Background: an optimization exercise with open tools, aiming at small area, a short achievable clock period and few clock cycles per item. Do not read the settings as production practice. Where RTL was checked, it was by simulation tests only, not by an equivalence proof against the original. The RTL of runs 2 to 5 was laid out without a check of its function.

$ cat design/flow/run.sh
#!/bin/bash
# synth_recipe.tcl (not shown) runs the flow's synth.tcl, then flattens the netlist and writes it again
# the make line also repeats each setting of config.mk as NAME=value (left out here)
make -C /OpenROAD-flow-scripts/flow DESIGN_CONFIG=/design/flow/config.mk WORK_HOME=/design/flow/orfs CLKGATE_MAP_FILE= SYNTH_SCRIPT=/design/flow/synth_recipe.tcl finish
$ cat design/flow/config.mk
export PLATFORM = sky130hd
export DESIGN_NAME = md2_digest_engine
export DESIGN_NICKNAME = md2_digest_engine
export VERILOG_FILES = /design/flow/design.v
export SDC_FILE = /design/flow/constraint.sdc
export NUM_CORES = 4
export LEC_CHECK = 0
export CAP_MARGIN = 20
export CORE_MARGIN = 2
export CORE_UTILIZATION = 40
export SETUP_SLACK_MARGIN = 4.0
export SLEW_MARGIN = 20
$ cat design/flow/constraint.sdc
create_clock -name core_clock -period 7.0 [get_ports {clk}]
set_input_delay 1.4000 -clock core_clock [delete_from_list [all_inputs] [get_ports {clk}]]
set_output_delay 1.4000 -clock core_clock [all_outputs]
set_load 0.01 [all_outputs]
$ cat design/flow/design.v
package md2_pkg;
	localparam int BLOCK_BYTES = 16;
	localparam int STATE_BYTES = 48;
	localparam int ROUND_COUNT = 18;
	localparam logic [2047:0] PI_SBOX_FLAT = {
		8'h29,8'h2e,8'h43,8'hc9,8'ha2,8'hd8,8'h7c,8'h01,
		8'h3d,8'h36,8'h54,8'ha1,8'hec,8'hf0,8'h06,8'h13,
		8'h62,8'ha7,8'h05,8'hf3,8'hc0,8'hc7,8'h73,8'h8c,
		8'h98,8'h93,8'h2b,8'hd9,8'hbc,8'h4c,8'h82,8'hca,
		8'h1e,8'h9b,8'h57,8'h3c,8'hfd,8'hd4,8'he0,8'h16,
		8'h67,8'h42,8'h6f,8'h18,8'h8a,8'h17,8'he5,8'h12,
		8'hbe,8'h4e,8'hc4,8'hd6,8'hda,8'h9e,8'hde,8'h49,
		8'ha0,8'hfb,8'hf5,8'h8e,8'hbb,8'h2f,8'hee,8'h7a,
		8'ha9,8'h68,8'h79,8'h91,8'h15,8'hb2,8'h07,8'h3f,
		8'h94,8'hc2,8'h10,8'h89,8'h0b,8'h22,8'h5f,8'h21,
		8'h80,8'h7f,8'h5d,8'h9a,8'h5a,8'h90,8'h32,8'h27,
		8'h35,8'h3e,8'hcc,8'he7,8'hbf,8'hf7,8'h97,8'h03,
		8'hff,8'h19,8'h30,8'hb3,8'h48,8'ha5,8'hb5,8'hd1,
		8'hd7,8'h5e,8'h92,8'h2a,8'hac,8'h56,8'haa,8'hc6,
		8'h4f,8'hb8,8'h38,8'hd2,8'h96,8'ha4,8'h7d,8'hb6,
		8'h76,8'hfc,8'h6b,8'he2,8'h9c,8'h74,8'h04,8'hf1,
		8'h45,8'h9d,8'h70,8'h59,8'h64,8'h71,8'h87,8'h20,
		8'h86,8'h5b,8'hcf,8'h65,8'he6,8'h2d,8'ha8,8'h02,
		8'h1b,8'h60,8'h25,8'had,8'hae,8'hb0,8'hb9,8'hf6,
		8'h1c,8'h46,8'h61,8'h69,8'h34,8'h40,8'h7e,8'h0f,
		8'h55,8'h47,8'ha3,8'h23,8'hdd,8'h51,8'haf,8'h3a,
		8'hc3,8'h5c,8'hf9,8'hce,8'hba,8'hc5,8'hea,8'h26,
		8'h2c,8'h53,8'h0d,8'h6e,8'h85,8'h28,8'h84,8'h09,
		8'hd3,8'hdf,8'hcd,8'hf4,8'h41,8'h81,8'h4d,8'h52,
		8'h6a,8'hdc,8'h37,8'hc8,8'h6c,8'hc1,8'hab,8'hfa,
		8'h24,8'he1,8'h7b,8'h08,8'h0c,8'hbd,8'hb1,8'h4a,
		8'h78,8'h88,8'h95,8'h8b,8'he3,8'h63,8'he8,8'h6d,
		8'he9,8'hcb,8'hd5,8'hfe,8'h3b,8'h00,8'h1d,8'h39,
		8'hf2,8'hef,8'hb7,8'h0e,8'h66,8'h58,8'hd0,8'he4,
		8'ha6,8'h77,8'h72,8'hf8,8'heb,8'h75,8'h4b,8'h0a,
		8'h31,8'h44,8'h50,8'hb4,8'h8f,8'hed,8'h1f,8'h1a,
		8'hdb,8'h99,8'h8d,8'h33,8'h9f,8'h11,8'h83,8'h14
	};
	function automatic logic [7:0] pi_sbox(input logic [7:0] x);
		pi_sbox = PI_SBOX_FLAT[2047 - 8 * x -: 8];
	endfunction
endpackage
module md2_front (
	input  logic       clk,
	input  logic       arst_n,
	input  logic       push,
	output logic       full,
	input  logic [9:0] item,
	output logic       cmd_valid,
	output logic [7:0] cmd_data,
	output logic       cmd_byte,
	output logic       cmd_end,
	input  logic       take
);
	logic       main_v_q;
	logic       skid_v_q;
	logic [9:0] main_q;
	logic [9:0] skid_q;
	logic       keep;
	assign full      = skid_v_q;
	assign keep      = push && !skid_v_q && (item[1] || item[0]);
	assign cmd_valid = main_v_q;
	assign cmd_data  = main_q[9:2];
	assign cmd_byte  = main_q[1];
	assign cmd_end   = main_q[0];
	always_ff @(posedge clk) begin
		if (take || !main_v_q) begin
			main_q <= skid_v_q ? skid_q : item;
		end
		if (keep && main_v_q && !take) begin
			skid_q <= item;
		end
	end
	always_ff @(posedge clk or negedge arst_n) begin
		if (!arst_n) begin
			main_v_q <= 1'b0;
			skid_v_q <= 1'b0;
		end else begin
			if (take || !main_v_q) begin
				main_v_q <= skid_v_q || keep;
				skid_v_q <= 1'b0;
			end else if (keep) begin
				skid_v_q <= 1'b1;
			end
		end
	end
endmodule
module md2_core (
	input  logic         clk,
	input  logic         arst_n,
	input  logic         cmd_valid,
	input  logic [7:0]   cmd_data,
	input  logic         cmd_byte,
	input  logic         cmd_end,
	output logic         take,
	output logic         empty,
	input  logic         pop,
	output logic [127:0] result
);
	localparam int GROUPS = md2_pkg::BLOCK_BYTES;
	localparam int PLACES = GROUPS + 1;
	typedef enum logic [1:0] {
		S_ABS,
		S_PAD,
		S_CSUM,
		S_WAIT
	} state_t;
	typedef enum logic [1:0] {
		A_ABS,
		A_PAD,
		A_CSUM,
		A_OUT
	} after_t;
	state_t       state_q;
	after_t       after_q;
	logic         first_q;
	logic [4:0]   ph_q;
	logic [3:0]   j_q;
	logic [4:0]   pad_q;
	logic [7:0]   l_q;
	logic [7:0]   sreg_q;
	logic         cu_q;
	logic         run_q;
	logic [1:0]   pass_q;
	logic [4:0]   round_q;
	logic         empty_q;
	logic [PLACES-1:0][7:0] x0_q;
	logic [PLACES-1:0][7:0] x1_q;
	logic [PLACES-1:0][7:0] x2_q;
	logic [PLACES-1:0][7:0] c_q;
	logic         gap;
	logic         at_j;
	logic         absorb;
	logic         csum_upd;
	logic         blk_last;
	logic [7:0]   b;
	logic [7:0]   s_out;
	logic [7:0]   h0z;
	logic [7:0]   h0f;
	logic [7:0]   e;
	logic [7:0]   se;
	logic [7:0]   sreg_nxt;
	logic [7:0]   c_head;
	logic [7:0]   c_new;
	logic [7:0]   tail0;
	logic [7:0]   tail1;
	logic [7:0]   tail2;
	assign gap      = (ph_q == 5'd16);
	assign at_j     = (ph_q == {1'b0, j_q});
	assign take     = (state_q == S_ABS) && cmd_valid && (!cmd_byte || at_j);
	assign absorb   = ((state_q == S_ABS) && cmd_valid && cmd_byte && at_j) ||
	                  (((state_q == S_PAD) || (state_q == S_CSUM)) && at_j);
	assign csum_upd = absorb && (state_q != S_CSUM);
	assign blk_last = absorb && (j_q == 4'd15);
	assign b = (state_q == S_ABS) ? cmd_data :
	           (state_q == S_PAD) ? {3'b000, pad_q} : c_q[1];
	assign s_out = md2_pkg::pi_sbox(sreg_q);
	assign h0z = (first_q && round_q == 5'd0 && pass_q == 2'd0) ? 8'h00 : x0_q[0];
	assign h0f = first_q ? 8'h00 : x0_q[0];
	assign c_head = first_q ? 8'h00 : c_q[0];
	assign c_new  = c_head ^ s_out;
	assign e  = run_q ? h0z : (c_head ^ b);
	assign se = s_out ^ e;
	always_comb begin
		sreg_nxt = 8'h00;
		if (run_q) begin
			if (!gap) begin
				sreg_nxt = se;
			end else if (pass_q == 2'd2) begin
				sreg_nxt = sreg_q + {3'b000, round_q};
			end else begin
				sreg_nxt = sreg_q;
			end
		end else if (csum_upd) begin
			sreg_nxt = cu_q ? se : (b ^ l_q);
		end
	end
	always_comb begin
		tail0 = x0_q[0];
		tail1 = x1_q[0];
		tail2 = x2_q[0];
		if (run_q && !gap) begin
			tail0 = x1_q[0];
			tail1 = x2_q[0];
			tail2 = se;
		end else if (absorb) begin
			tail1 = b;
			tail2 = b ^ h0f;
		end
	end
	for (genvar g = 0; g < GROUPS; g++) begin : g_res
		assign result[127 - 8 * g -: 8] = x0_q[g];
	end
	assign empty = empty_q;
	always_ff @(posedge clk) begin
		for (int k = 0; k < PLACES - 1; k++) begin
			x1_q[k] <= x1_q[k + 1];
			x2_q[k] <= x2_q[k + 1];
			c_q[k]  <= c_q[k + 1];
		end
		x1_q[PLACES - 1] <= tail1;
		x2_q[PLACES - 1] <= tail2;
		c_q[PLACES - 1]  <= cu_q ? c_new : c_q[0];
		if (empty_q) begin
			for (int k = 0; k < PLACES - 1; k++) begin
				x0_q[k] <= x0_q[k + 1];
			end
			x0_q[PLACES - 1] <= tail0;
		end
	end
	always_ff @(posedge clk or negedge arst_n) begin
		if (!arst_n) begin
			state_q <= S_ABS;
			after_q <= A_ABS;
			first_q <= 1'b1;
			ph_q    <= '0;
			j_q     <= '0;
			pad_q   <= '0;
			l_q     <= '0;
			sreg_q  <= '0;
			cu_q    <= 1'b0;
			run_q   <= 1'b0;
			pass_q  <= '0;
			round_q <= '0;
			empty_q <= 1'b1;
		end else begin
			ph_q   <= gap ? 5'd0 : ph_q + 1'b1;
			sreg_q <= sreg_nxt;
			cu_q   <= csum_upd;
			if (cu_q) begin
				l_q <= c_new;
			end
			if (pop && !empty_q) begin
				empty_q <= 1'b1;
			end
			if (absorb) begin
				j_q <= j_q + 1'b1;
			end
			case (state_q)
				S_ABS: begin
					if (take) begin
						if (cmd_byte && j_q == 4'd15) begin
							state_q <= S_WAIT;
							after_q <= cmd_end ? A_PAD : A_ABS;
							pad_q   <= 5'd16;
						end else if (cmd_end) begin
							state_q <= S_PAD;
							pad_q   <= 5'd16 - {1'b0, j_q} - {4'd0, cmd_byte};
						end
					end
				end
				S_PAD: begin
					if (blk_last) begin
						state_q <= S_WAIT;
						after_q <= A_CSUM;
					end
				end
				S_CSUM: begin
					if (blk_last) begin
						state_q <= S_WAIT;
						after_q <= A_OUT;
						l_q     <= '0;
					end
				end
				default: begin
					if (!run_q && gap && empty_q) begin
						run_q <= 1'b1;
					end
				end
			endcase
			if (run_q && gap) begin
				pass_q <= (pass_q == 2'd2) ? 2'd0 : pass_q + 1'b1;
				if (pass_q == 2'd2) begin
					if (round_q == 5'd17) begin
						round_q <= '0;
						run_q   <= 1'b0;
						first_q <= 1'b0;
						case (after_q)
							A_ABS:  state_q <= S_ABS;
							A_PAD:  state_q <= S_PAD;
							A_CSUM: state_q <= S_CSUM;
							default: begin
								state_q <= S_ABS;
								empty_q <= 1'b0;
								first_q <= 1'b1;
							end
						endcase
					end else begin
						round_q <= round_q + 1'b1;
					end
				end
			end
		end
	end
endmodule
module md2_digest_engine (
	input  logic               clk,
	input  logic               arst_n,
	input  logic               push,
	output logic               full,
	input  logic [9:0]         item,
	output logic               empty,
	input  logic               pop,
	output logic [127:0]       result
);
	logic       cmd_valid;
	logic [7:0] cmd_data;
	logic       cmd_byte;
	logic       cmd_end;
	logic       take;
	md2_front u_front (
		.clk      (clk),
		.arst_n   (arst_n),
		.push     (push),
		.full     (full),
		.item     (item),
		.cmd_valid(cmd_valid),
		.cmd_data (cmd_data),
		.cmd_byte (cmd_byte),
		.cmd_end  (cmd_end),
		.take     (take)
	);
	md2_core u_core (
		.clk      (clk),
		.arst_n   (arst_n),
		.cmd_valid(cmd_valid),
		.cmd_data (cmd_data),
		.cmd_byte (cmd_byte),
		.cmd_end  (cmd_end),
		.take     (take),
		.empty    (empty),
		.pop      (pop),
		.result   (result)
	);
endmodule
==> results_dict.tcl, run 1 <==
set metrics [dict create \
    synth.lib_cells_used.distinct 90 \
    vias_in_the_first_global_route 13200 \
    postSynth.topFlopCell "sky130_fd_sc_hd__dfxtp_1" \
    die_w_um 235 \
    total_i_o_pin_count 144 \
    antenna_left 0 \
    areaGrowthSynthToFinish_pct 20.6 \
    place.gp.congestion 0.983 \
    worstSetupEndpointType "flop" \
    layout-drive-gt1-share_pct 19.3 \
    drt-wirelength-per-cell_um 21.9 \
    antenna_violations_before_repair 2 \
    final.setup_skew_ns 0.00962 \
    worst_slew_pin_slew_ns 1.03 \
    mean_instance_size_in_the_synthesized_netlist_um2 12.3 \
    fp.coreArea_um2 52800 \
    maxSlewHeadroom_pct 31.3 \
    synth_edf_count 156 \
    clkSinkCount 611 \
    finalWirelength_um 55800 \
    port-buffer-count 143 \
    gr-total-overflow 0 \
    worstSetupStartpointType "flop" \
    num_antenna_cells 0 \
    synthesis.instances 1735 \
    r2r_setup_slk_ns 3.89 \
    chipHeight_um 235 \
    syn-num-nets 1785 \
    ys_ff_latch 611 \
    floorplan.initialDensity_pct 40.6 \
    finalCoreUtilization_pct 49.0 \
    tritoncts.num_buffers 53 \
    crit_path_end "u_core.sreg_q[7]" \
    cts_tree "built" \
    critical-path-top-delay-family "compound AO/OA/AOI/OAI gates" \
    critPathMaxStageDelay_ns 0.57 \
    final.setup.tns_ns 0 \
    nets 1865 \
    worst_path_cell_trace "inv_8 -> ha_4 -> buf_6 -> clkinvlp_4 -> a211oi_2 -> a2111oi_2 -> a211o_1 -> mux4_2 -> xnor2_2 -> o21ai_1 -> o311a_1" \
    clock_insertion_delay_worst_skew_ns 0.56 \
    num_vias 13900 \
    clock_tree.htree_level_count 2 \
    rows 84 \
    cts_root_buf "sky130_fd_sc_hd__clkbuf_16" \
    floorplan.die_area_um2 55400 \
    maxClockFrequency_mhz 321 \
    final_period_util_pct 44.5 \
    netlist_area_pre_place_um2 21400 \
    max_cap_violations 0 \
    worstPathArrival_ns 3.56 \
    rsz0062_at_grt "yes" \
    reg2reg_from "u_core.sreg_q[1]" \
    count_of_yosys_warnings_during_synthesis 2 \
    cts.clk_slew.worst_paths_ns 0.07 \
    fin_crit_ns 3.11 \
    crit_slowest_cell "sky130_fd_sc_hd__dfrtp_4" \
    drt-vias-per-instance 5.47 \
    detail_route.first_pass.iterations 7 \
    crit_fanout 6 \
    critical_path_buf_inv_count 3 \
    worstPathRequired_ns 7.45 \
    total_stage_count_of_the_critical_path 11 \
    first_iter_violations 1317 \
    worst-r2r-cell-count 11 \
    launching_instance_or_port_of_the_critical_path "u_core.sreg_q[1]" \
    hpwlAfterDp_um 34500 \
    seq_area_frac_synth_pct 65.5 \
    grt_use_total_pct 19.0 \
    grt_pass1_wl_um 81400 \
    outcome "complete, no violations" \
    ys_async_sr_fraction_pct 7.69 \
    slew_violations 0 \
    finalSetupViolations 0 \
    cts_max_path_buffers 3 \
    finalHoldViolations 0 \
    grt_max_degree 119 \
    worstHoldPathType "reg2reg" \
    crit_type "reg2reg" \
    detail_route.drc_violations 0 \
    r2r_endpoint "u_core.sreg_q[7]" \
]
[stage by stage]
stage / cells / hold slack (ns) / area [um2] / worst slack [ns]
floorplan: 1735 / 0.310 / 21500 / 4.00
global placement: 2362 / 0.310 / 22400 / 2.93
detailed placement: 2363 / 0.312 / 22400 / 3.09
CTS: 2509 / 0.322 / 25000 / 3.82
global route: 2547 / 0.326 / 25800 / 3.88
finish: 2547 / 0.322 / 25800 / 3.89
[worst register-to-register path: stages (launching register included)]
cell and delay [ns]:
sky130_fd_sc_hd__dfrtp_4 0.57, sky130_fd_sc_hd__inv_8 0.10, sky130_fd_sc_hd__ha_4 0.19, sky130_fd_sc_hd__buf_6 0.17
sky130_fd_sc_hd__clkinvlp_4 0.17, sky130_fd_sc_hd__a211oi_2 0.23, sky130_fd_sc_hd__a2111oi_2 0.10, sky130_fd_sc_hd__a211o_1 0.30
sky130_fd_sc_hd__mux4_2 0.57, sky130_fd_sc_hd__xnor2_2 0.24, sky130_fd_sc_hd__o21ai_1 0.09, sky130_fd_sc_hd__o311a_1 0.29
[state kept, by name (all words and copies together) (netlist names), 2 cells and up]
register        count
u_core.ph_q         5
u_core.sreg_q       8
u_core.state_q      2
u_core.x1_q       136
u_core.x0_q       136
u_core.pad_q        5
u_front.skid_q     10
u_core.j_q          4
u_core.round_q      5
u_core.pass_q       2
u_core.after_q      2
u_core.l_q          8
u_core.c_q        136
u_front.main_q     10
u_core.x2_q       136
[synth_stat cells, types with 12 or more instances]
master                     number  share of area [%]
sky130_fd_sc_hd__xnor2_1       49                2.0
sky130_fd_sc_hd__dfrtp_1       45                5.3
sky130_fd_sc_hd__ha_1          35                2.0
sky130_fd_sc_hd__nor2_1        78                1.4
sky130_fd_sc_hd__a311oi_1      18               0.74
sky130_fd_sc_hd__dfxtp_1      408                 38
sky130_fd_sc_hd__buf_4        142                5.0
sky130_fd_sc_hd__clkbuf_1      43               0.75
sky130_fd_sc_hd__a31oi_1       12               0.35
sky130_fd_sc_hd__edfxtp_1     156                 22
sky130_fd_sc_hd__o21ai_0       91                2.1
sky130_fd_sc_hd__inv_1         28               0.49
sky130_fd_sc_hd__o211ai_1      12               0.42
sky130_fd_sc_hd__nand2b_1      27               0.79
sky130_fd_sc_hd__nor2b_1       30               0.88
sky130_fd_sc_hd__a21oi_1       73                1.7
sky130_fd_sc_hd__a211oi_1      20               0.70
sky130_fd_sc_hd__mux2_2        13               0.68
sky130_fd_sc_hd__buf_2         26               0.61
sky130_fd_sc_hd__nand3_1       22               0.51
sky130_fd_sc_hd__mux2i_1       14               0.65
sky130_fd_sc_hd__nand2_1      124                2.2
sky130_fd_sc_hd__nor3_1        33               0.77
[per-layer routing]
layer | vias up | routed length, um | GRT usage [%]
li1 | 6195 | - | -
met1 | 6801 | 24100 | 26.9
met2 | 774 | 23500 | 27.9
met3 | 169 | 5830 | 4.87
met4 | 0 | 2290 | 7.35
met5 | - | 0 | 0
[final cells by class]
cell class | count | area (um2)
inverters | 33 | 161
clock buffers | 80 | 1600
well taps | 688 | 861
multi-input cells | 868 | 6500
flip-flops and latches | 611 | 14000
fillers | 4620 | 26900
repair buffers | 248 | 2520
clock inverters | 19 | 143
[logic make-up after synthesis]
kind of cell / synth area share, %
fa+ha+maj: 2.18
mux: 2.39
simple gates: 8.56
compound gates: 11.5
flops: 65.5
buf+inv: 7.46
xor+xnor: 2.40
[worst min path at each step]
| stage | depth (start not counted) | end | slack [ns] | from |
|---|---|---|---|---|
| global placement | 0 | u_core.x1_q[84] | 0.31 | u_core.x1_q[92] |
| CTS | 0 | u_core.c_q[13] | 0.32 | u_core.c_q[21] |
| floorplan | 0 | u_core.c_q[100] | 0.31 | u_core.c_q[108] |
| finish | 0 | u_core.x1_q[101] | 0.32 | u_core.x1_q[109] |
| detailed placement | 0 | u_core.x2_q[109] | 0.31 | u_core.x2_q[117] |
| global route | 0 | u_core.x2_q[102] | 0.33 | u_core.x2_q[110] |
[cell usage in the layout (no fill, tap or decap), drive strengths merged, types with 30 or more instances in the layout]
cell type,count
buf,100
edfxtp,156
dfxtp,408
a21oi,74
nand2,124
clkdlybuf4s50,136
o21ai,92
xnor2,50
nor3,33
ha,35
nor2,78
dfrtp,45
inv,31
nor2b,30
clkbuf,85
[repair_timing]
item	4_1_cts	5_1_grt
cloned	1	5
hold buffers	0	0
buffers inserted	46	33
endpoints found under the setup margin	48	36
gates resized for setup	92	115
pin swaps	14	48
Testbench counts, summed over its fixed seeds: cycles 403,869, bytes 4,355.
==> inputs of run 2 (changes only) <==
--- a/design/flow/design.v
+++ b/design/flow/design.v
@@ -98,7 +98,6 @@
 	output logic [127:0] result
 );
 	localparam int GROUPS = md2_pkg::BLOCK_BYTES;
-	localparam int PLACES = GROUPS + 1;
 	typedef enum logic [1:0] {
 		S_ABS,
 		S_PAD,
@@ -114,75 +113,59 @@
 	state_t       state_q;
 	after_t       after_q;
 	logic         first_q;
-	logic [4:0]   ph_q;
+	logic [3:0]   ph_q;
 	logic [3:0]   j_q;
 	logic [4:0]   pad_q;
 	logic [7:0]   l_q;
-	logic [7:0]   sreg_q;
-	logic         cu_q;
+	logic [7:0]   t_q;
 	logic         run_q;
 	logic [1:0]   pass_q;
 	logic [4:0]   round_q;
 	logic         empty_q;
-	logic [PLACES-1:0][7:0] x0_q;
-	logic [PLACES-1:0][7:0] x1_q;
-	logic [PLACES-1:0][7:0] x2_q;
-	logic [PLACES-1:0][7:0] c_q;
-	logic         gap;
+	logic [GROUPS-1:0][7:0] x0_q;
+	logic [GROUPS-1:0][7:0] x1_q;
+	logic [GROUPS-1:0][7:0] x2_q;
+	logic [GROUPS-1:0][7:0] c_q;
 	logic         at_j;
 	logic         absorb;
 	logic         csum_upd;
 	logic         blk_last;
+	logic         round_end;
 	logic [7:0]   b;
+	logic [7:0]   s_in;
 	logic [7:0]   s_out;
 	logic [7:0]   h0z;
 	logic [7:0]   h0f;
-	logic [7:0]   e;
-	logic [7:0]   se;
-	logic [7:0]   sreg_nxt;
+	logic [7:0]   y;
 	logic [7:0]   c_head;
 	logic [7:0]   c_new;
 	logic [7:0]   tail0;
 	logic [7:0]   tail1;
 	logic [7:0]   tail2;
-	assign gap      = (ph_q == 5'd16);
-	assign at_j     = (ph_q == {1'b0, j_q});
+	assign at_j     = (ph_q == j_q);
 	assign take     = (state_q == S_ABS) && cmd_valid && (!cmd_byte || at_j);
 	assign absorb   = ((state_q == S_ABS) && cmd_valid && cmd_byte && at_j) ||
 	                  (((state_q == S_PAD) || (state_q == S_CSUM)) && at_j);
 	assign csum_upd = absorb && (state_q != S_CSUM);
 	assign blk_last = absorb && (j_q == 4'd15);
 	assign b = (state_q == S_ABS) ? cmd_data :
-	           (state_q == S_PAD) ? {3'b000, pad_q} : c_q[1];
-	assign s_out = md2_pkg::pi_sbox(sreg_q);
+	           (state_q == S_PAD) ? {3'b000, pad_q} : c_q[0];
+	assign round_end = (pass_q == 2'd2) && (ph_q == 4'd15);
+	assign s_in  = run_q ? t_q : (b ^ l_q);
+	assign s_out = md2_pkg::pi_sbox(s_in);
 	assign h0z = (first_q && round_q == 5'd0 && pass_q == 2'd0) ? 8'h00 : x0_q[0];
 	assign h0f = first_q ? 8'h00 : x0_q[0];
+	assign y   = h0z ^ s_out;
 	assign c_head = first_q ? 8'h00 : c_q[0];
 	assign c_new  = c_head ^ s_out;
-	assign e  = run_q ? h0z : (c_head ^ b);
-	assign se = s_out ^ e;
-	always_comb begin
-		sreg_nxt = 8'h00;
-		if (run_q) begin
-			if (!gap) begin
-				sreg_nxt = se;
-			end else if (pass_q == 2'd2) begin
-				sreg_nxt = sreg_q + {3'b000, round_q};
-			end else begin
-				sreg_nxt = sreg_q;
-			end
-		end else if (csum_upd) begin
-			sreg_nxt = cu_q ? se : (b ^ l_q);
-		end
-	end
 	always_comb begin
 		tail0 = x0_q[0];
 		tail1 = x1_q[0];
 		tail2 = x2_q[0];
-		if (run_q && !gap) begin
+		if (run_q) begin
 			tail0 = x1_q[0];
 			tail1 = x2_q[0];
-			tail2 = se;
+			tail2 = y;
 		end else if (absorb) begin
 			tail1 = b;
 			tail2 = b ^ h0f;
@@ -193,19 +176,19 @@
 	end
 	assign empty = empty_q;
 	always_ff @(posedge clk) begin
-		for (int k = 0; k < PLACES - 1; k++) begin
+		for (int k = 0; k < GROUPS - 1; k++) begin
 			x1_q[k] <= x1_q[k + 1];
 			x2_q[k] <= x2_q[k + 1];
 			c_q[k]  <= c_q[k + 1];
 		end
-		x1_q[PLACES - 1] <= tail1;
-		x2_q[PLACES - 1] <= tail2;
-		c_q[PLACES - 1]  <= cu_q ? c_new : c_q[0];
+		x1_q[GROUPS - 1] <= tail1;
+		x2_q[GROUPS - 1] <= tail2;
+		c_q[GROUPS - 1]  <= csum_upd ? c_new : c_q[0];
 		if (empty_q) begin
-			for (int k = 0; k < PLACES - 1; k++) begin
+			for (int k = 0; k < GROUPS - 1; k++) begin
 				x0_q[k] <= x0_q[k + 1];
 			end
-			x0_q[PLACES - 1] <= tail0;
+			x0_q[GROUPS - 1] <= tail0;
 		end
 	end
 	always_ff @(posedge clk or negedge arst_n) begin
@@ -217,25 +200,22 @@
 			j_q     <= '0;
 			pad_q   <= '0;
 			l_q     <= '0;
-			sreg_q  <= '0;
-			cu_q    <= 1'b0;
+			t_q     <= '0;
 			run_q   <= 1'b0;
 			pass_q  <= '0;
 			round_q <= '0;
 			empty_q <= 1'b1;
 		end else begin
-			ph_q   <= gap ? 5'd0 : ph_q + 1'b1;
-			sreg_q <= sreg_nxt;
-			cu_q   <= csum_upd;
-			if (cu_q) begin
-				l_q <= c_new;
-			end
+			ph_q <= ph_q + 1'b1;
 			if (pop && !empty_q) begin
 				empty_q <= 1'b1;
 			end
 			if (absorb) begin
 				j_q <= j_q + 1'b1;
 			end
+			if (csum_upd) begin
+				l_q <= c_new;
+			end
 			case (state_q)
 				S_ABS: begin
 					if (take) begin
@@ -253,26 +233,30 @@
 					if (blk_last) begin
 						state_q <= S_WAIT;
 						after_q <= A_CSUM;
+						l_q     <= '0;
 					end
 				end
 				S_CSUM: begin
 					if (blk_last) begin
 						state_q <= S_WAIT;
 						after_q <= A_OUT;
-						l_q     <= '0;
 					end
 				end
 				default: begin
-					if (!run_q && gap && empty_q) begin
-						run_q <= 1'b1;
-					end
 				end
 			endcase
-			if (run_q && gap) begin
-				pass_q <= (pass_q == 2'd2) ? 2'd0 : pass_q + 1'b1;
-				if (pass_q == 2'd2) begin
+			if ((blk_last || (state_q == S_WAIT && !run_q && ph_q == 4'd15)) && empty_q) begin
+				run_q <= 1'b1;
+			end
+			if (run_q) begin
+				t_q <= y;
+				if (ph_q == 4'd15) begin
+					pass_q <= (pass_q == 2'd2) ? 2'd0 : pass_q + 1'b1;
+				end
+				if (round_end) begin
 					if (round_q == 5'd17) begin
 						round_q <= '0;
+						t_q     <= '0;
 						run_q   <= 1'b0;
 						first_q <= 1'b0;
 						case (after_q)
@@ -287,6 +271,7 @@
 						endcase
 					end else begin
 						round_q <= round_q + 1'b1;
+						t_q     <= y + {3'b000, round_q};
 					end
 				end
 			end
--- a/design/flow/config.mk
+++ b/design/flow/config.mk
@@ -8,5 +8,4 @@
 export CAP_MARGIN = 20
 export CORE_MARGIN = 2
 export CORE_UTILIZATION = 40
-export SETUP_SLACK_MARGIN = 4.0
 export SLEW_MARGIN = 20
==> run 2 against run 1 <==
Against the previous run: cell area shrank 5.7%; hold slack worse by 0.024 ns; die area shrank 6.5%; first-iteration DRC count down 3.6%; synthesized area shrank 6.7%; core utilization grew 0.59 points; still clean; critical path type unchanged; non-clock buffer count shrank 21.
==> results_dict.tcl, run 2 <==
set metrics [dict create \
    grt_pass1_wl_um 88100 \
    port-buffer-count 143 \
    post_synth_most_frequent_cells "384 x sky130_fd_sc_hd__dfxtp_1, 148 x sky130_fd_sc_hd__edfxtp_1, 135 x sky130_fd_sc_hd__nand2_1, 86 x sky130_fd_sc_hd__o21ai_0, 79 x sky130_fd_sc_hd__a21oi_1" \
    main_combinational_cell_family_by_area_after_synthesis "compound AO/OA/AOI/OAI gates" \
    postSynth.topFlopCell "sky130_fd_sc_hd__dfxtp_1" \
    outcome "complete, no violations" \
    synth_top_area_share_pct 38.4 \
    floorplan.initialDensity_pct 40.7 \
    maxClockFrequency_mhz 152 \
    cts_resized 0 \
    nets 1855 \
    num_antenna_cells 0 \
    cts_tree "built" \
    worstSetupEndpointType "flop" \
    detail_route.drc_violations 0 \
    clock_tree.htree_level_count 2 \
    floorplan.die_area_um2 51800 \
    final.setup.tns_ns 0 \
    layout-drive-gt1-share_pct 13.3 \
    drt-wirelength-per-cell_um 23.7 \
    synthDominantAreaCellType "sky130_fd_sc_hd__dfxtp_1" \
    finalWirelength_um 59800 \
    worstPathArrival_ns 7.08 \
    final.hold.worst_slack_ns 0.298 \
    syn-num-nets 1675 \
    slew_violations 0 \
    post_synth_mux_area_share_pct 2.78 \
    post_cts_hold_buffer_count 0 \
    fin_crit_ns 6.57 \
    mean_instance_size_in_the_synthesized_netlist_um2 12.3 \
    total_i_o_pin_count 144 \
    rows 81 \
    netlist_area_pre_place_um2 20000 \
    seq_area_frac_synth_pct 66.3 \
    final_period_util_pct 93.9 \
    synth_edf_count 148 \
    gr-total-overflow 0 \
    grt_use_total_pct 23.0 \
    final.setup_skew_ns 0.0456 \
    max_cap_violations 0 \
    vias_in_the_first_global_route 13800 \
    grt_max_degree 79 \
    synth-adder-area-share_pct 1.90 \
    antenna_left 0 \
    die_w_um 228 \
    crit_fanout 11 \
    chipHeight_um 228 \
    fp.coreArea_um2 49200 \
    finalSetupViolations 0 \
    dp.cells 2421 \
    detail_route.first_pass.iterations 5 \
    synthesis.instances 1632 \
    worst_slew_pin_slew_ns 1.07 \
    layout_commonest_cell "sky130_fd_sc_hd__dfxtp_1" \
    ys_async_sr_fraction_pct 7.80 \
    antenna_violations_before_repair 1 \
    place.gp.congestion 0.976 \
    rsz0062_at_grt "no" \
    first_iter_violations 1270 \
    most-common-layout-cells "384 x sky130_fd_sc_hd__dfxtp_1, 148 x sky130_fd_sc_hd__edfxtp_1, 142 x sky130_fd_sc_hd__clkdlybuf4s50_1" \
    clock_insertion_delay_worst_skew_ns 0.62 \
    most_frequent_cell_after_synthesis "sky130_fd_sc_hd__dfxtp_1" \
    cts_max_path_buffers 3 \
    finalCoreUtilization_pct 49.6 \
    synth.top_cells.by_area "sky130_fd_sc_hd__dfxtp_1 38%, sky130_fd_sc_hd__edfxtp_1 22%, sky130_fd_sc_hd__dfrtp_1 5.4%, sky130_fd_sc_hd__nand2_1 2.5%, sky130_fd_sc_hd__o21ai_0 2.2%" \
    num_vias 13900 \
    ys_ff_latch 577 \
    synth_compound_gate_area_share_pct 14.7 \
    fin_cells 2519 \
    drt-vias-per-instance 5.54 \
    synthXorXnorAreaFrac_pct 1.88 \
    areaGrowthSynthToFinish_pct 21.8 \
    synth.lib_cells_used.distinct 100 \
    worstPathRequired_ns 7.51 \
    cts.clk_slew.worst_paths_ns 0.06 \
    cts_setup_buffers 0 \
    worstSetupStartpointType "flop" \
    finalHoldViolations 0 \
    yosys.area_share.simple_pct 9.30 \
    cts_root_buf "sky130_fd_sc_hd__clkbuf_16" \
    maxSlewHeadroom_pct 28.7 \
    tritoncts.num_buffers 53 \
    clkSinkCount 577 \
    hpwlAfterDp_um 42000 \
    worstHoldPathType "reg2reg" \
    count_of_yosys_warnings_during_synthesis 2 \
    crit_type "reg2reg" \
]
[run 2: logic make-up after synthesis]
kind of cell | Yosys count
adders and majority gates | 30
buffers and inverters | 135
muxes | 47
xor gates and xnor gates | 43
AOI/OAI and AO/OA | 413
and+or+nand+nor | 387
DFF | 577
[run 2: final timing paths]
check / from / depth (start not counted) / slack (ns) / endpoint
min in group asynchronous: arst_n / 2 / 0.88 / u_front.skid_v_q
max in group asynchronous: arst_n / 2 / 5.64 / u_core.run_q
hold / removal: u_core.x2_q[95] / 0 / 0.30 / u_core.x2_q[87]
setup / recovery: u_core.state_q[1] / 26 / 0.43 / u_core.t_q[6]
setup reg to reg: u_core.state_q[1] / 26 / 0.43 / u_core.t_q[6]
hold reg to reg: u_core.x2_q[95] / 0 / 0.30 / u_core.x2_q[87]
[run 2: worst max-delay path, stage by stage (launching register included)]
cell and delay (ns):
sky130_fd_sc_hd__dfrtp_1 0.44, sky130_fd_sc_hd__inv_1 0.10, sky130_fd_sc_hd__ha_2 0.39, sky130_fd_sc_hd__mux2i_1 0.43, sky130_fd_sc_hd__mux2_4 0.36, sky130_fd_sc_hd__nor2_2 0.27
sky130_fd_sc_hd__ha_1 0.52, sky130_fd_sc_hd__nor3_4 0.46, sky130_fd_sc_hd__a211oi_1 0.12, sky130_fd_sc_hd__o21bai_1 0.19, sky130_fd_sc_hd__a211oi_1 0.32, sky130_fd_sc_hd__o21ai_1 0.18
sky130_fd_sc_hd__a311oi_4 0.55, sky130_fd_sc_hd__xnor2_1 0.24, sky130_fd_sc_hd__inv_1 0.10, sky130_fd_sc_hd__ha_1 0.16, sky130_fd_sc_hd__inv_1 0.06, sky130_fd_sc_hd__fa_1 0.42
sky130_fd_sc_hd__nor2b_1 0.12, sky130_fd_sc_hd__o21ai_0 0.08, sky130_fd_sc_hd__nand2b_1 0.12, sky130_fd_sc_hd__a21o_1 0.12, sky130_fd_sc_hd__nand2_1 0.07, sky130_fd_sc_hd__a21oi_1 0.12
sky130_fd_sc_hd__mux2i_1 0.11, sky130_fd_sc_hd__and3_1 0.22, sky130_fd_sc_hd__o32ai_2 0.18
[run 2: metrics by stage]
stage	setup WS, ns	instance area, um2
after floorplan	1.21	20000
after global placement	0.513	22500
after detailed placement	0.444	22500
after CTS	0.359	24400
after global routing	0.146	24400
final	0.430	24400
[run 2: area by class of cell]
| type | count | area (um2) |
|---|---|---|
| inverter | 33 | 124 |
| tap | 664 | 831 |
| timing repair buffer | 227 | 2130 |
| clock buffer | 80 | 1660 |
| fill | 4351 | 24800 |
| clock inverter | 18 | 218 |
| sequential | 577 | 13300 |
| multi-input combinational | 920 | 6140 |
[run 2: per-layer routing]
layer	part of all wire (%)	GRT usage, %	vias to the layer above
met5	0	0	-
met4	4.1	9.95	0
met3	6.9	4.87	146
met2	46	36.2	585
met1	42	30.6	6894
li1	-	-	6318
==> inputs of run 3 (changes only) <==
--- a/design/flow/config.mk
+++ b/design/flow/config.mk
@@ -5,7 +5,9 @@
 export SDC_FILE = /design/flow/constraint.sdc
 export NUM_CORES = 4
 export LEC_CHECK = 0
+export ABC_CLOCK_PERIOD_IN_PS = 2500
 export CAP_MARGIN = 20
 export CORE_MARGIN = 2
 export CORE_UTILIZATION = 40
+export SETUP_SLACK_MARGIN = 4.5
 export SLEW_MARGIN = 20
==> run 3 against run 2 <==
Against the previous run: non-clock buffer count rose by 212; still clean; first-iteration DRC count grew 14%; critical path depth rose by 1.
==> results_dict.tcl, run 3 <==
set metrics [dict create \
    ys_ff_latch 577 \
    max_cap_violations 0 \
    clock_tree.htree_level_count 2 \
    nets 2076 \
    synth.lib_cells_used.distinct 100 \
    synthDominantAreaCellType "sky130_fd_sc_hd__dfxtp_1" \
    dpl_cell_area_um2 22600 \
    port-buffer-count 143 \
    rows 81 \
    fin_crit_ns 5.32 \
    areaGrowthSynthToFinish_pct 37.0 \
    finalSetupViolations 0 \
    count_of_yosys_warnings_during_synthesis 2 \
    seq_area_frac_synth_pct 66.3 \
    ys_async_sr_fraction_pct 7.80 \
    cts_root_buf "sky130_fd_sc_hd__clkbuf_16" \
    post_synth_most_frequent_cells "384 x sky130_fd_sc_hd__dfxtp_1, 148 x sky130_fd_sc_hd__edfxtp_1, 135 x sky130_fd_sc_hd__nand2_1, 86 x sky130_fd_sc_hd__o21ai_0, 79 x sky130_fd_sc_hd__a21oi_1" \
    maxClockFrequency_mhz 188 \
    place.gp.congestion 1.06 \
    hpwlAfterDp_um 40600 \
    antenna_left 0 \
    antenna_violations_before_repair 1 \
    total_i_o_pin_count 144 \
    fp.coreArea_um2 49200 \
    grt_max_degree 61 \
    layout-drive-gt1-share_pct 37.5 \
    final_area_um2 27400 \
    first_iter_violations 1452 \
    num_vias 15300 \
    clock_insertion_delay_worst_skew_ns 0.62 \
    synth.top_cells.by_area "sky130_fd_sc_hd__dfxtp_1 38%, sky130_fd_sc_hd__edfxtp_1 22%, sky130_fd_sc_hd__dfrtp_1 5.4%, sky130_fd_sc_hd__nand2_1 2.5%, sky130_fd_sc_hd__o21ai_0 2.2%" \
    worst_slew_pin_slew_ns 1.11 \
    synth_top_area_share_pct 38.4 \
    worstHoldPathType "reg2reg" \
    finalHoldViolations 0 \
    most_frequent_cell_after_synthesis "sky130_fd_sc_hd__dfxtp_1" \
    drt-wirelength-per-cell_um 23.6 \
    floorplan.die_area_um2 51800 \
    tritoncts.num_buffers 55 \
    cts_tree "built" \
    syn-num-nets 1675 \
    die_w_um 228 \
    detail_route.first_pass.iterations 6 \
    most-common-layout-cells "384 x sky130_fd_sc_hd__dfxtp_1, 224 x sky130_fd_sc_hd__buf_4, 148 x sky130_fd_sc_hd__edfxtp_1" \
    gr-total-overflow 0 \
    mean_instance_size_in_the_synthesized_netlist_um2 12.3 \
    cts.clk_slew.worst_paths_ns 0.06 \
    final.setup_skew_ns 0.0512 \
    layout.filler_cells 4112 \
    synth_edf_count 148 \
    floorplan.initialDensity_pct 40.7 \
    grt_use_total_pct 24.0 \
    outcome "complete, no violations" \
    vias_in_the_first_global_route 14500 \
    num_antenna_cells 0 \
    layout_commonest_cell "sky130_fd_sc_hd__dfxtp_1" \
    crit_type "reg2reg" \
    drt-vias-per-instance 5.59 \
    final.setup.tns_ns 0 \
    netlist_area_pre_place_um2 20000 \
    cts_max_path_buffers 3 \
    crit_fanout 5 \
    rsz0062_at_grt "yes" \
    area.sequential_um2 13300 \
    worstSetupEndpointType "flop" \
    final_period_util_pct 76.0 \
    worstPathRequired_ns 7.49 \
    maxSlewHeadroom_pct 25.5 \
    synthesis.instances 1632 \
    slew_violations 0 \
    multi_input_comb_area_um2 7530 \
    final.hold.worst_slack_ns 0.305 \
    worstPathArrival_ns 5.81 \
    grt_pass1_wl_um 91800 \
    postSynth.topFlopCell "sky130_fd_sc_hd__dfxtp_1" \
    finalWirelength_um 64700 \
    chipHeight_um 228 \
    worstSetupStartpointType "flop" \
    detail_route.drc_violations 0 \
    clkSinkCount 577 \
]
## run 3: stage by stage
step                      std cells  setup slack (ns)  utilization, %
after floorplan                1632              1.98               -
after global placement         2395             0.927            46.0
after detailed placement       2395             0.807            46.0
after CTS                      2657              1.80            53.2
after global routing           2743              1.53            55.7
final                          2743              1.68            55.7
## run 3: path summary, 6_finish.rpt
| path | start | slack [ns] | cells after the start | endpoint |
|---|---|---|---|---|
| max in group asynchronous | arst_n | 5.60 | 2 | u_core.run_q |
| hold reg to reg | u_core.x2_q[94] | 0.31 | 0 | u_core.x2_q[86] |
| setup reg to reg | u_core.state_q[1] | 1.68 | 27 | u_core.t_q[7] |
| hold / removal | u_core.x2_q[94] | 0.31 | 0 | u_core.x2_q[86] |
| min in group asynchronous | arst_n | 0.89 | 2 | u_core.pass_q[1] |
| setup / recovery | u_core.state_q[1] | 1.68 | 27 | u_core.t_q[7] |
## run 3: cells by family (layout without fill, tap and decap cells)
kind of cell | after synthesis | in the layout | share of synthesized area (%)
DFF | 577 | 577 | 66.3
xor gates and xnor gates | 43 | 43 | 1.88
muxes | 47 | 47 | 2.78
and+or+nand+nor | 387 | 393 | 9.30
buffers and inverters | 135 | 576 | 3.17
AOI/OAI and AO/OA | 413 | 413 | 14.7
adders and majority gates | 30 | 30 | 1.90
## run 3: layer usage
layer	global-route usage, %	vias to the layer above	share of wire (%)
met5	0	-	0
met4	12.0	0	6.0
met3	5.67	273	9.1
met2	36.9	828	44
met1	31.9	7442	41
li1	-	6781	-
## run 3: worst max-delay path, stage by stage (launching register included)
cell                       delay, ns
sky130_fd_sc_hd__dfrtp_2        0.43
sky130_fd_sc_hd__inv_4          0.08
sky130_fd_sc_hd__ha_4           0.21
sky130_fd_sc_hd__mux2i_4        0.26
sky130_fd_sc_hd__mux2_4         0.34
sky130_fd_sc_hd__nor2_4         0.22
sky130_fd_sc_hd__buf_6          0.14
sky130_fd_sc_hd__buf_12         0.12
sky130_fd_sc_hd__inv_16         0.05
sky130_fd_sc_hd__ha_4           0.20
sky130_fd_sc_hd__buf_8          0.15
sky130_fd_sc_hd__a21oi_4        0.19
sky130_fd_sc_hd__nor3_2         0.06
sky130_fd_sc_hd__o311a_1        0.37
sky130_fd_sc_hd__o31ai_4        0.35
sky130_fd_sc_hd__a32oi_4        0.18
sky130_fd_sc_hd__xnor2_2        0.21
sky130_fd_sc_hd__inv_1          0.07
sky130_fd_sc_hd__ha_1           0.26
sky130_fd_sc_hd__a21o_1         0.17
sky130_fd_sc_hd__a21oi_2        0.15
sky130_fd_sc_hd__nor2b_1        0.06
sky130_fd_sc_hd__o21a_1         0.19
sky130_fd_sc_hd__o21ai_2        0.20
sky130_fd_sc_hd__nor2_1         0.07
sky130_fd_sc_hd__mux2i_1        0.21
sky130_fd_sc_hd__a2111o_1       0.16
sky130_fd_sc_hd__o221ai_2       0.08
## run 3: timing repair
item / 4_1_cts / 5_1_grt
hold buffers: 0 / 0
setup endpoints to repair: 198 / 174
cloned: 4 / 5
resized for setup: 717 / 108
pin swaps: 57 / 71
buffers inserted: 155 / 81
## run 3: cell type report
class                      count  share of cell area, %
clock inverter                22                   1.01
tap                          664                   3.03
multi-input combinational    926                   27.5
timing repair inverter         1                 0.0320
sequential                   577                   48.4
timing repair buffer         439                   13.3
clock buffer                  81                   6.01
inverter                      33                  0.680
==> inputs of run 4 (changes only) <==
--- a/design/flow/config.mk
+++ b/design/flow/config.mk
@@ -5,9 +5,9 @@
 export SDC_FILE = /design/flow/constraint.sdc
 export NUM_CORES = 4
 export LEC_CHECK = 0
-export ABC_CLOCK_PERIOD_IN_PS = 2500
+export ABC_CLOCK_PERIOD_IN_PS = 3500
 export CAP_MARGIN = 20
 export CORE_MARGIN = 2
 export CORE_UTILIZATION = 40
-export SETUP_SLACK_MARGIN = 4.5
+export SETUP_SLACK_MARGIN = 3.5
 export SLEW_MARGIN = 20
==> run 4 against run 3 <==
Against the previous run: synthesized area unchanged; wire length decreased by 1.4%; largest cell class unchanged; fmax increased by 0.21%; still clean; critical endpoint is now u_core.t_q[6]; sequential share of layout area increased by 0.19 points.
==> results_dict.tcl, run 4 <==
set metrics [dict create \
    finalWirelength_um 63800 \
    total_i_o_pin_count 144 \
    drt-vias-per-instance 5.59 \
    nets 2020 \
    detail_route.first_pass.iterations 6 \
    antenna_violations_before_repair 1 \
    worstHoldPathType "reg2reg" \
    final_area_um2 27300 \
    netlist_area_pre_place_um2 20000 \
    crit_fanout 7 \
    cts_root_buf "sky130_fd_sc_hd__clkbuf_16" \
    vias_in_the_first_global_route 14400 \
    synthesis.instances 1632 \
    worstSetupStartpointType "flop" \
    worstPathArrival_ns 5.78 \
    place.gp.congestion 1.07 \
    met1_length_um 26400 \
    final.setup_skew_ns 0.0428 \
    multi_input_comb_area_um2 7430 \
    outcome "complete, no violations" \
    synth_top_area_share_pct 38.4 \
    chipHeight_um 228 \
    cts.clk_slew.worst_paths_ns 0.06 \
    first_iter_violations 1459 \
    syn-num-nets 1675 \
    crit_type "reg2reg" \
    floorplan.die_area_um2 51800 \
    synth.top_cells.by_area "sky130_fd_sc_hd__dfxtp_1 38%, sky130_fd_sc_hd__edfxtp_1 22%, sky130_fd_sc_hd__dfrtp_1 5.4%, sky130_fd_sc_hd__nand2_1 2.5%, sky130_fd_sc_hd__o21ai_0 2.2%" \
    drt-wirelength-per-cell_um 23.7 \
    most_frequent_cell_after_synthesis "sky130_fd_sc_hd__dfxtp_1" \
    layout.filler_cells 4111 \
    slew_violations 0 \
    cts_max_path_buffers 3 \
    ys_async_sr_fraction_pct 7.80 \
    wl_met3_um 5040 \
    crit_slowest_cell "sky130_fd_sc_hd__dfrtp_2" \
    maxClockFrequency_mhz 188 \
    max_cap_violations 0 \
    grt_max_degree 90 \
    die_w_um 228 \
    hpwlAfterDp_um 40400 \
    worstPathRequired_ns 7.47 \
    worstSetupEndpointType "flop" \
    num_vias 15000 \
    final.setup.tns_ns 0 \
    antenna_left 0 \
    launching_instance_or_port_of_the_critical_path "u_core.state_q[1]" \
    detail_route.drc_violations 0 \
    grt_pass1_wl_um 92200 \
    port-buffer-count 143 \
    gr-total-overflow 0 \
    post_synth_most_frequent_cells "384 x sky130_fd_sc_hd__dfxtp_1, 148 x sky130_fd_sc_hd__edfxtp_1, 135 x sky130_fd_sc_hd__nand2_1, 86 x sky130_fd_sc_hd__o21ai_0, 79 x sky130_fd_sc_hd__a21oi_1" \
    cts_tree "built" \
    postSynth.topFlopCell "sky130_fd_sc_hd__dfxtp_1" \
    tritoncts.num_buffers 53 \
    critPathMaxStageDelay_ns 0.41 \
    final.hold.worst_slack_ns 0.296 \
    fp.coreArea_um2 49200 \
    rsz0062_at_grt "yes" \
    final_period_util_pct 75.8 \
    post_cts_hold_buffer_count 0 \
    synthDominantAreaCellType "sky130_fd_sc_hd__dfxtp_1" \
    rows 81 \
    num_antenna_cells 0 \
    dr.max_layer_used "met5" \
    fin_crit_ns 5.31 \
    synth_edf_count 148 \
    mean_instance_size_in_the_synthesized_netlist_um2 12.3 \
    ys_ff_latch 577 \
    reg2reg_from "u_core.state_q[1]" \
    areaGrowthSynthToFinish_pct 36.5 \
    grt_use_total_pct 24.0 \
    most-common-layout-cells "384 x sky130_fd_sc_hd__dfxtp_1, 176 x sky130_fd_sc_hd__buf_4, 148 x sky130_fd_sc_hd__edfxtp_1" \
    clkSinkCount 577 \
    count_of_yosys_warnings_during_synthesis 2 \
    floorplan.initialDensity_pct 40.7 \
    finalHoldViolations 0 \
    layout_commonest_cell "sky130_fd_sc_hd__dfxtp_1" \
    dpl_cell_area_um2 22500 \
    layout-drive-gt1-share_pct 28.6 \
    synth.lib_cells_used.distinct 100 \
    area.sequential_um2 13300 \
    finalSetupViolations 0 \
    clock_insertion_delay_worst_skew_ns 0.60 \
    seq_area_frac_synth_pct 66.3 \
    met2_wirelength_um 28700 \
    maxSlewHeadroom_pct 43.5 \
    worst_slew_pin_slew_ns 0.848 \
    clock_tree.htree_level_count 2 \
    min_from "u_core.x2_q[90]" \
]
-- run 4: cell counts after synthesis --
No cell type changed its count.
-- run 4: worst paths after layout --
kind	endpoint	cells after the start	slack, ns
setup / recovery	u_core.t_q[6]	29	1.69
hold / removal	u_core.x2_q[82]	0	0.30
setup reg to reg	u_core.t_q[6]	29	1.69
hold reg to reg	u_core.x2_q[82]	0	0.30
max in group asynchronous	u_core.run_q	2	5.55
min in group asynchronous	u_core.round_q[4]	2	0.94
-- run 4: kinds of logic after synthesis --
family / count (synthesis) / share of synthesized area (%)
compound gates: 413 / 14.7
xor+xnor: 43 / 1.88
fa+ha+maj: 30 / 1.90
buf+inv: 135 / 3.17
flops: 577 / 66.3
mux: 47 / 2.78
simple gates: 387 / 9.30
-- run 4: what timing repair did --
action	CTS	global route
gates resized for setup	139	115
setup endpoints to repair	33	33
setup buffers	115	73
pin swaps	57	65
cloned	5	1
-- run 4: metal layers --
metal / up-vias / GRT usage, %
li1: 6662 / -
met1: 7418 / 32.2
met2: 714 / 36.7
met3: 224 / 5.03
met4: 2 / 12.5
met5: - / 0
-- run 4: final cells by class --
| type | instances | share of cell area (%) |
|---|---|---|
| clock buffer | 83 | 6.20 |
| multi-input combinational | 925 | 27.2 |
| tap | 664 | 3.04 |
| sequential | 577 | 48.6 |
| clock inverter | 17 | 0.633 |
| inverter | 33 | 0.647 |
| timing repair buffer | 387 | 13.6 |
-- run 4: critical path: cells and delay by family, from the launching register on --
family,cells,cell delay (ns)
fa+ha+maj,4,0.90
compound gates,7,1.41
mux,3,0.71
buf+inv,7,0.75
simple gates,7,0.85
flops,1,0.41
xor+xnor,1,0.12
-- run 4: stage by stage --
step	worst slack [ns]	instances	utilization [%]
finish	1.69	2686	55.5
global route	1.55	2686	55.5
CTS	1.82	2612	53.2
detailed placement	0.717	2392	45.8
global placement	0.730	2391	45.8
floorplan	1.98	1632	-
==> inputs of run 5 (changes only) <==
--- a/design/flow/design.v
+++ b/design/flow/design.v
@@ -117,7 +117,8 @@
 	logic [3:0]   j_q;
 	logic [4:0]   pad_q;
 	logic [7:0]   l_q;
-	logic [7:0]   t_q;
+	logic [7:0]   sreg_q;
+	logic         cu_q;
 	logic         run_q;
 	logic [1:0]   pass_q;
 	logic [4:0]   round_q;
@@ -132,11 +133,14 @@
 	logic         blk_last;
 	logic         round_end;
 	logic [7:0]   b;
-	logic [7:0]   s_in;
 	logic [7:0]   s_out;
 	logic [7:0]   h0z;
 	logic [7:0]   h0f;
+	logic         step0;
+	logic [7:0]   e;
+	logic [7:0]   se;
 	logic [7:0]   y;
+	logic [7:0]   sreg_nxt;
 	logic [7:0]   c_head;
 	logic [7:0]   c_new;
 	logic [7:0]   tail0;
@@ -149,15 +153,31 @@
 	assign csum_upd = absorb && (state_q != S_CSUM);
 	assign blk_last = absorb && (j_q == 4'd15);
 	assign b = (state_q == S_ABS) ? cmd_data :
-	           (state_q == S_PAD) ? {3'b000, pad_q} : c_q[0];
+	           (state_q == S_PAD) ? {3'b000, pad_q} : c_q[1];
 	assign round_end = (pass_q == 2'd2) && (ph_q == 4'd15);
-	assign s_in  = run_q ? t_q : (b ^ l_q);
-	assign s_out = md2_pkg::pi_sbox(s_in);
+	assign step0     = (round_q == 5'd0) && (pass_q == 2'd0) && (ph_q == 4'd0);
+	assign s_out = md2_pkg::pi_sbox(sreg_q);
 	assign h0z = (first_q && round_q == 5'd0 && pass_q == 2'd0) ? 8'h00 : x0_q[0];
 	assign h0f = first_q ? 8'h00 : x0_q[0];
-	assign y   = h0z ^ s_out;
 	assign c_head = first_q ? 8'h00 : c_q[0];
 	assign c_new  = c_head ^ s_out;
+	assign e  = run_q ? h0z : (c_head ^ b);
+	assign se = s_out ^ e;
+	assign y  = step0 ? (h0z ^ 8'h29) : se;
+	always_comb begin
+		sreg_nxt = sreg_q;
+		if (run_q) begin
+			if (step0) begin
+				sreg_nxt = h0z ^ 8'h29;
+			end else if (round_end) begin
+				sreg_nxt = se + {3'b000, round_q};
+			end else begin
+				sreg_nxt = se;
+			end
+		end else if (csum_upd) begin
+			sreg_nxt = cu_q ? se : (b ^ l_q);
+		end
+	end
 	always_comb begin
 		tail0 = x0_q[0];
 		tail1 = x1_q[0];
@@ -183,7 +203,7 @@
 		end
 		x1_q[GROUPS - 1] <= tail1;
 		x2_q[GROUPS - 1] <= tail2;
-		c_q[GROUPS - 1]  <= csum_upd ? c_new : c_q[0];
+		c_q[GROUPS - 1]  <= cu_q ? c_new : c_q[0];
 		if (empty_q) begin
 			for (int k = 0; k < GROUPS - 1; k++) begin
 				x0_q[k] <= x0_q[k + 1];
@@ -200,7 +220,8 @@
 			j_q     <= '0;
 			pad_q   <= '0;
 			l_q     <= '0;
-			t_q     <= '0;
+			sreg_q  <= '0;
+			cu_q    <= 1'b0;
 			run_q   <= 1'b0;
 			pass_q  <= '0;
 			round_q <= '0;
@@ -213,7 +234,9 @@
 			if (absorb) begin
 				j_q <= j_q + 1'b1;
 			end
-			if (csum_upd) begin
+			sreg_q <= sreg_nxt;
+			cu_q   <= csum_upd;
+			if (cu_q) begin
 				l_q <= c_new;
 			end
 			case (state_q)
@@ -233,13 +256,13 @@
 					if (blk_last) begin
 						state_q <= S_WAIT;
 						after_q <= A_CSUM;
-						l_q     <= '0;
 					end
 				end
 				S_CSUM: begin
 					if (blk_last) begin
 						state_q <= S_WAIT;
 						after_q <= A_OUT;
+						l_q     <= '0;
 					end
 				end
 				default: begin
@@ -249,14 +272,12 @@
 				run_q <= 1'b1;
 			end
 			if (run_q) begin
-				t_q <= y;
 				if (ph_q == 4'd15) begin
 					pass_q <= (pass_q == 2'd2) ? 2'd0 : pass_q + 1'b1;
 				end
 				if (round_end) begin
 					if (round_q == 5'd17) begin
 						round_q <= '0;
-						t_q     <= '0;
 						run_q   <= 1'b0;
 						first_q <= 1'b0;
 						case (after_q)
@@ -271,7 +292,6 @@
 						endcase
 					end else begin
 						round_q <= round_q + 1'b1;
-						t_q     <= y + {3'b000, round_q};
 					end
 				end
 			end
--- a/design/flow/config.mk
+++ b/design/flow/config.mk
@@ -5,9 +5,8 @@
 export SDC_FILE = /design/flow/constraint.sdc
 export NUM_CORES = 4
 export LEC_CHECK = 0
-export ABC_CLOCK_PERIOD_IN_PS = 3500
 export CAP_MARGIN = 20
 export CORE_MARGIN = 2
 export CORE_UTILIZATION = 40
-export SETUP_SLACK_MARGIN = 3.5
+export SETUP_SLACK_MARGIN = 4.0
 export SLEW_MARGIN = 20
==> run 5 against run 4 <==
Against the previous run: first-iteration DRC count up 2.7%; fmax up 19%; count of clock-buffer cells in the layout down 5; setup slack better by 0.86 ns; sequential cell count up 1; global-route usage down 2.5 points; critical path depth down 14; die area up 1.6%; clock skew down 0.026 ns.
==> results_dict.tcl, run 5 <==
set metrics [dict create \
    num_antenna_cells 0 \
    rows 82 \
    synth.lib_cells_used.distinct 99 \
    ys_ff_latch 578 \
    floorplan.initialDensity_pct 40.5 \
    final.setup_skew_ns 0.0163 \
    total_i_o_pin_count 144 \
    hold_path_end "u_core.x2_q[56]" \
    layout_commonest_cell "sky130_fd_sc_hd__dfxtp_1" \
    synth-adder-area-share_pct 2.25 \
    cts_tree "built" \
    finalSetupViolations 0 \
    worstHoldPathCells 0 \
    synth_edf_count 148 \
    final_period_util_pct 63.6 \
    crit_type "reg2reg" \
    launching_instance_or_port_of_the_critical_path "u_core.sreg_q[2]" \
    min_from "u_core.x2_q[64]" \
    layout.filler_cells 4288 \
    grt_use_total_pct 21.6 \
    yosys.area_share.simple_pct 9.48 \
    port-buffer-count 143 \
    finalHoldViolations 0 \
    clock_insertion_delay_worst_skew_ns 0.61 \
    crit_fanout 47 \
    r2r_endpoint "u_core.sreg_q[6]" \
    fp.coreArea_um2 50200 \
    maxSlewHeadroom_pct 36.4 \
    first_iter_violations 1499 \
    clock_tree.htree_level_count 2 \
    fin_crit_ns 4.45 \
    areaGrowthSynthToFinish_pct 27.9 \
    antenna_violations_before_repair 1 \
    outcome "complete, no violations" \
    max_cap_violations 0 \
    worstPathArrival_ns 4.96 \
    synth.top_cells.by_area "sky130_fd_sc_hd__dfxtp_1 38%, sky130_fd_sc_hd__edfxtp_1 22%, sky130_fd_sc_hd__dfrtp_1 5.4%, sky130_fd_sc_hd__nand2_1 2.3%, sky130_fd_sc_hd__ha_1 2.2%" \
    ys_async_sr_fraction_pct 7.96 \
    floorplan.die_area_um2 52600 \
    detail_route.first_pass.iterations 6 \
    reg2reg_from "u_core.sreg_q[2]" \
    cts_max_path_buffers 3 \
    layout-drive-gt1-share_pct 22.1 \
    mean_instance_size_in_the_synthesized_netlist_um2 12.6 \
    maxClockFrequency_mhz 225 \
    most_frequent_cell_after_synthesis "sky130_fd_sc_hd__dfxtp_1" \
    count_of_yosys_warnings_during_synthesis 2 \
    gr-total-overflow 0 \
    die_w_um 229 \
    nets 1895 \
    worstSetupStartpointType "flop" \
    main_combinational_cell_family_by_area_after_synthesis "compound AO/OA/AOI/OAI gates" \
    drt-wirelength-per-cell_um 22.6 \
    worstHoldPathType "reg2reg" \
    grt_max_degree 69 \
    clkSinkCount 578 \
    dp.cells 2357 \
    synthXorXnorAreaFrac_pct 1.91 \
    hpwlAfterDp_um 36500 \
    cts_root_buf "sky130_fd_sc_hd__clkbuf_16" \
    detail_route.drc_violations 0 \
    worst-r2r-cell-count 15 \
    postSynth.topFlopCell "sky130_fd_sc_hd__dfxtp_1" \
    r2r_setup_slk_ns 2.55 \
    post_synth_mux_area_share_pct 5.03 \
    most-common-layout-cells "384 x sky130_fd_sc_hd__dfxtp_1, 148 x sky130_fd_sc_hd__edfxtp_1, 119 x sky130_fd_sc_hd__clkdlybuf4s50_1" \
    synth_top_area_share_pct 37.8 \
    antenna_left 0 \
    place.gp.congestion 0.994 \
    worstSetupEndpointType "flop" \
    area.sequential_um2 13300 \
    rsz0062_at_grt "yes" \
    synthDominantAreaCellType "sky130_fd_sc_hd__dfxtp_1" \
    seq_area_frac_synth_pct 65.3 \
    worst_slew_pin_slew_ns 0.953 \
    drt-vias-per-instance 5.42 \
    grt_pass1_wl_um 86000 \
    synthesis.instances 1616 \
    netlist_area_pre_place_um2 20300 \
    post_synth_most_frequent_cells "384 x sky130_fd_sc_hd__dfxtp_1, 148 x sky130_fd_sc_hd__edfxtp_1, 122 x sky130_fd_sc_hd__nand2_1, 82 x sky130_fd_sc_hd__a21oi_1, 75 x sky130_fd_sc_hd__o21ai_0" \
    finalWirelength_um 57800 \
    synth_compound_gate_area_share_pct 12.6 \
    slew_violations 0 \
    vias_in_the_first_global_route 13500 \
    tritoncts.num_buffers 55 \
    cts.clk_slew.worst_paths_ns 0.06 \
    syn-num-nets 1666 \
    fin_cells 2563 \
    worstPathRequired_ns 7.51 \
    multi_input_comb_area_um2 7120 \
    post_cts_hold_buffer_count 0 \
    final.setup.tns_ns 0 \
    chipHeight_um 229 \
    num_vias 13900 \
]
-- run 5: changes by cell type in the layout (fill, tap and decap cells not counted), sizes merged, moves of 11 or more --
cell	change
nand3	-18
nand2	-15
mux4	+17
nor2	-20
buf	-115
nor3	-23
clkdlybuf4s50	-23
nand3b	+16
dlymetal6s2s	+11
nand2b	+27
nor2b	+17
o21ai	-11
dlygate4sd2	+11
-- run 5: area by class of cell --
| class | count | share of cell area [%] |
|---|---|---|
| Inverter | 38 | 0.722 |
| Tap cell | 672 | 3.23 |
| Sequential cell | 578 | 51.2 |
| Clock inverter | 25 | 0.890 |
| Multi-Input combinational cell | 900 | 27.4 |
| Timing Repair Buffer | 272 | 10.3 |
| Clock buffer | 78 | 6.34 |
-- run 5: stage by stage --
| stage | util [%] | hold WS [ns] | area, um2 | setup WS [ns] |
|---|---|---|---|---|
| global route | 51.8 | 0.322 | 26000 | 2.43 |
| finish | 51.8 | 0.319 | 26000 | 2.55 |
| global placement | 44.5 | 0.310 | 22300 | 1.95 |
| detailed placement | 44.5 | 0.312 | 22300 | 1.97 |
| CTS | 50.7 | 0.316 | 25400 | 2.69 |
| floorplan | - | 0.310 | 20400 | 2.81 |
-- run 5: kinds of logic after synthesis --
logic type / Yosys count
compound gates: 371
buf+inv: 138
mux: 75
xor+xnor: 41
fa+ha+maj: 36
simple gates: 377
flops: 578
-- run 5: how the worst max path moves through the flow --
stage                  endpoint  slack (ns)  cells past startpoint
6_report       u_core.sreg_q[6]        2.55                     15
5_1_grt        u_core.sreg_q[5]        2.43                     20
4_1_cts        u_core.sreg_q[7]        2.69                     19
3_5_place_dp   u_core.sreg_q[6]        1.97                     18
3_3_place_gp   u_core.sreg_q[6]        1.95                     17
2_1_floorplan  u_core.sreg_q[7]        2.81                     14
-- run 5: worst max-delay path, stage by stage (launching register included) --
cell	delay (ns)
sky130_fd_sc_hd__dfrtp_4	0.58
sky130_fd_sc_hd__buf_6	0.27
sky130_fd_sc_hd__xnor2_2	0.44
sky130_fd_sc_hd__o221ai_1	0.19
sky130_fd_sc_hd__mux4_2	0.48
sky130_fd_sc_hd__mux4_2	0.60
sky130_fd_sc_hd__xor2_4	0.24
sky130_fd_sc_hd__ha_4	0.29
sky130_fd_sc_hd__a21o_1	0.14
sky130_fd_sc_hd__a21oi_2	0.07
sky130_fd_sc_hd__nor2b_2	0.14
sky130_fd_sc_hd__o21ai_2	0.09
sky130_fd_sc_hd__or3_1	0.34
sky130_fd_sc_hd__o32ai_2	0.15
sky130_fd_sc_hd__a311oi_2	0.06
sky130_fd_sc_hd__a211oi_1	0.26
-- run 5: routing by layer --
layer | vias up | track usage (%) | routed length, um
li1 | 6315 | - | -
met1 | 6726 | 28.1 | 24200
met2 | 665 | 34.7 | 26900
met3 | 176 | 4.42 | 4080
met4 | 0 | 9.64 | 2600
met5 | - | 0 | 0
-- run 5: timing repair --
action | in CTS | in global routing
setup buffers | 76 | 27
gates resized for setup | 145 | 73
endpoints found under the setup margin | 47 | 44
endpoints found under the hold margin | 0 | 0
pin swaps | 23 | 16

==> re-timing with driven ports <==
Ports are ideal in the flow. The routed layouts listed here were re-timed in OpenROAD.
Step 1 (the two cells are an assumption about what drives the block):
set clk [get_ports {clk}]
set_driving_cell -lib_cell sky130_fd_sc_hd__clkbuf_16 $clk
set_driving_cell -lib_cell sky130_fd_sc_hd__buf_2 [delete_from_list [all_inputs] $clk]
Step 2, shift: input delay + t, output delay - t, t = (earliest + latest rising clock arrival at the registers) / 2. This alone moves slack from input paths to output paths.
a / b / c = ideal ports / drivers / drivers and shift; a / b = the first two.
run | t, ns | slack for setup (ns) | worst setup path after step 2 | worst register clock-pin slew, ns | pins driven straight from the clock port
run 1 | 0.611 | 3.888 / 3.888 / 3.888 | register to register | 0.07 / 0.07 | 1
run 2 | 0.650 | 0.430 / 0.430 / 0.430 | register to register | 0.07 / 0.07 | 1
run 3 | 0.657 | 1.681 / 1.681 / 1.681 | register to register | 0.07 / 0.07 | 1
run 4 | 0.635 | 1.692 / 1.692 / 1.692 | register to register | 0.07 / 0.07 | 1
run 5 | 0.655 | 2.551 / 2.551 / 2.551 | register to register | 0.07 / 0.07 | 1
After both steps every run listed still meets setup and hold.
